This is an optimization exercise on Yosys and OpenROAD, whose aim is small area, a short achievable clock period and few clock cycles per item, not a production implementation.

==> inputs of 04-04 <==
// rect_edge_conditional_median_unit
module rect_edge_conditional_median_unit (
  input  wire logic                              clk,
  input  wire logic                              rst,
  input  wire logic                              push,
  input  wire logic                              mode,
  input  wire logic [recm_pkg::PIX_W-1:0]        pixel_in,
  output logic                                   full,
  output logic                                   empty,
  input  wire logic                              pop,
  output logic [recm_pkg::PIX_W-1:0]             pixel_out,
  output logic                                   frame_last,
  input  wire logic                              cfg_write,
  input  wire logic [recm_pkg::CFG_IDX_W-1:0]    cfg_index,
  input  wire logic [recm_pkg::PIX_W-1:0]        cfg_data
);
  localparam int D = recm_pkg::OQ_DEPTH;
  logic [5:0] cfg_left;
  logic [5:0] cfg_top;
  logic [6:0] cfg_width;
  logic [6:0] cfg_height;
  logic [7:0] cfg_mean;
  always_ff @(posedge clk) begin
    if (rst) begin
      cfg_left   <= '0;
      cfg_top    <= '0;
      cfg_width  <= '0;
      cfg_height <= '0;
      cfg_mean   <= '0;
    end else if (cfg_write) begin
      case (cfg_index)
        3'd0: cfg_left   <= cfg_data[5:0];
        3'd1: cfg_top    <= cfg_data[5:0];
        3'd2: cfg_width  <= cfg_data[6:0];
        3'd3: cfg_height <= cfg_data[6:0];
        3'd4: cfg_mean   <= cfg_data;
        default: begin
        end
      endcase
    end
  end
  logic       full_r;
  logic       acc_r;
  logic       mode_r;
  ...
clock: 4.5 ns
lec_check: 0
cap_margin: 20
core_margin: 2
core_utilization: 40
cts_buf_list: sky130_fd_sc_hd__clkbuf_16
cts_cluster_diameter: 100
cts_cluster_size: 30
setup_slack_margin: 1.8
slew_margin: 20
run.sh (not shown) runs the stock make flow with config.mk's settings and CLKGATE_MAP_FILE= SYNTH_SCRIPT=/design/flow/synth_recipe.tcl, a recipe that flattens the netlist after the stock synthesis.
==> 10-23: changes against 04-04 <==
--- a/flow/design.v
+++ b/flow/design.v
@@ -12,28 +12,28 @@
   typedef logic [PIX_W-1:0] pix_t;
 endpackage
 `default_nettype wire
 `default_nettype none
 function automatic logic recm_gt(input logic [7:0] a, input logic [7:0] b);
   logic [7:0] g;
-  logic [7:0] e;
+  logic [7:0] p;
   logic [3:0] g2;
-  logic [3:0] e2;
+  logic [3:0] p2;
   logic [1:0] g4;
-  logic [1:0] e4;
+  logic [1:0] p4;
   g = a & ~b;
-  e = ~(a ^ b);
+  p = a | ~b;
   for (int i = 0; i < 4; i++) begin
-    g2[i] = g[2*i+1] | (e[2*i+1] & g[2*i]);
-    e2[i] = e[2*i+1] & e[2*i];
+    g2[i] = g[2*i+1] | (p[2*i+1] & g[2*i]);
+    p2[i] = p[2*i+1] & p[2*i];
   end
   for (int i = 0; i < 2; i++) begin
-    g4[i] = g2[2*i+1] | (e2[2*i+1] & g2[2*i]);
-    e4[i] = e2[2*i+1] & e2[2*i];
+    g4[i] = g2[2*i+1] | (p2[2*i+1] & g2[2*i]);
+    p4[i] = p2[2*i+1] & p2[2*i];
   end
-  recm_gt = g4[1] | (e4[1] & g4[0]);
+  recm_gt = g4[1] | (p4[1] & g4[0]);
 endfunction
 module recm_pair (
   input  wire logic [7:0] a,
   input  wire logic [7:0] b,
   output logic [7:0]      lo,
   output logic [7:0]      hi
@@ -400,39 +400,45 @@
     end
   end
   assign empty      = empty_r;
   assign pixel_out  = out_pix;
   assign frame_last = out_last;
   logic [3:0] owed;
-  logic [3:0] owed_base;
-  logic [3:0] owed_up;
-  logic [3:0] owed_dn;
+  logic [3:0] owed_m2;
+  logic [3:0] owed_m1;
+  logic [3:0] owed_p1;
   logic       take;
   logic       give;
-  assign owed_base = owed - 4'(acc_r && !rb);
-  assign owed_up   = owed_base + 4'd1;
-  assign owed_dn   = owed_base - 4'd1;
-  assign take      = push && !full_r;
-  assign give      = pop && !empty_r;
+  logic       nores;
+  assign owed_m2 = owed - 4'd2;
+  assign owed_m1 = owed - 4'd1;
+  assign owed_p1 = owed + 4'd1;
+  assign take    = push && !full_r;
+  assign give    = pop && !empty_r;
+  assign nores   = acc_r && !rb;
   always_ff @(posedge clk) begin
     if (rst) begin
       owed   <= '0;
       full_r <= 1'b0;
     end else begin
-      case ({take, give})
-        2'b10: begin
-          owed   <= owed_up;
-          full_r <= (owed_up >= 4'(D + 1));
+      case ({take, give, nores})
+        3'b100: begin
+          owed   <= owed_p1;
+          full_r <= (owed >= 4'(D));
         end
-        2'b01: begin
-          owed   <= owed_dn;
-          full_r <= (owed_dn >= 4'(D + 1));
+        3'b000, 3'b110, 3'b101: begin
+          owed   <= owed;
+          full_r <= (owed >= 4'(D + 1));
+        end
+        3'b010, 3'b001, 3'b111: begin
+          owed   <= owed_m1;
+          full_r <= (owed >= 4'(D + 2));
         end
         default: begin
-          owed   <= owed_base;
-          full_r <= (owed_base >= 4'(D + 1));
+          owed   <= owed_m2;
+          full_r <= (owed >= 4'(D + 3));
         end
       endcase
     end
   end
   assign full = full_r;
 endmodule
Settings changed: SETUP_SLACK_MARGIN 1.8 to 2.15.
==> results.sh <==
export IMPL_finalCritPeriodShare=0.580
export IMPL_nNetsFinal=3128
export IMPL_synth_commonest_cells="edfxtp_1, dfxtp_1, ha_1"
export IMPL_startpoint="ffull"
export IMPL_fp_row_count=127
export IMPL_synth_top_family_by_area="adder cells"
export IMPL_vias=21520
export IMPL_reg2reg_depth=10
export IMPL_tap_cells=1612
export IMPL_design_area_um2=52800
export IMPL_grt_total_usage=0.118
export IMPL_cp_required_ns=5.08
export IMPL_power_frac_comb=0.103
export IMPL_wl_met3_um=2490
export IMPL_path_clk_slew_ns=0.10
export IMPL_post_route_util=0.439
export IMPL_met1Wirelength_um=38000
export IMPL_max_freq_mhz=383
export IMPL_status="no timing/DRC/antenna violations"
(the above is from 04-04)
==> results.sh <==
export IMPL_status="no timing/DRC/antenna violations"
export IMPL_power_frac_comb=0.087
export IMPL_grt_total_usage=0.131
export IMPL_finalCritPeriodShare=0.796
export IMPL_startpoint="p1_t2[0]"
export IMPL_max_freq_mhz=279
export IMPL_design_area_um2=53600
export IMPL_post_route_util=0.456
export IMPL_nNetsFinal=2991
(the above is from 10-23)
No functional check of the RTL was part of any run of this note.

[what the ideal ports hide]
The results above use ideal ports. As a check the final layouts listed here were re-extracted and re-timed, cells and wires unchanged. Step 1 assumes that a clkbuf_16 drives the clock port and a buf_2 every other input. Step 2 adds t to the input delays and takes it off the output delays; t is the mean of the earliest and latest rising clock arrival at the registers after step 1. Input paths then give back, and output paths get back, about the clock's delay inside the block. a / b / c = no drivers / after step 1 / after step 2; a / b = the first two.
run	t, ns	setup WS [ns]	hold WS [ns]	worst data-port slew with drivers (ns)
04-04	0.741	1.892 / 1.840 / 1.580	0.337 / 0.337 / 0.337	0.04
10-23	0.718	0.917 / 0.917 / 0.917	0.321 / 0.321 / 0.321	0.05
After both steps setup and hold are still met in every run listed. For 04-04, which loses most, drivers alone change the setup slack by -0.052 ns; drivers and shift together by -0.312 ns.
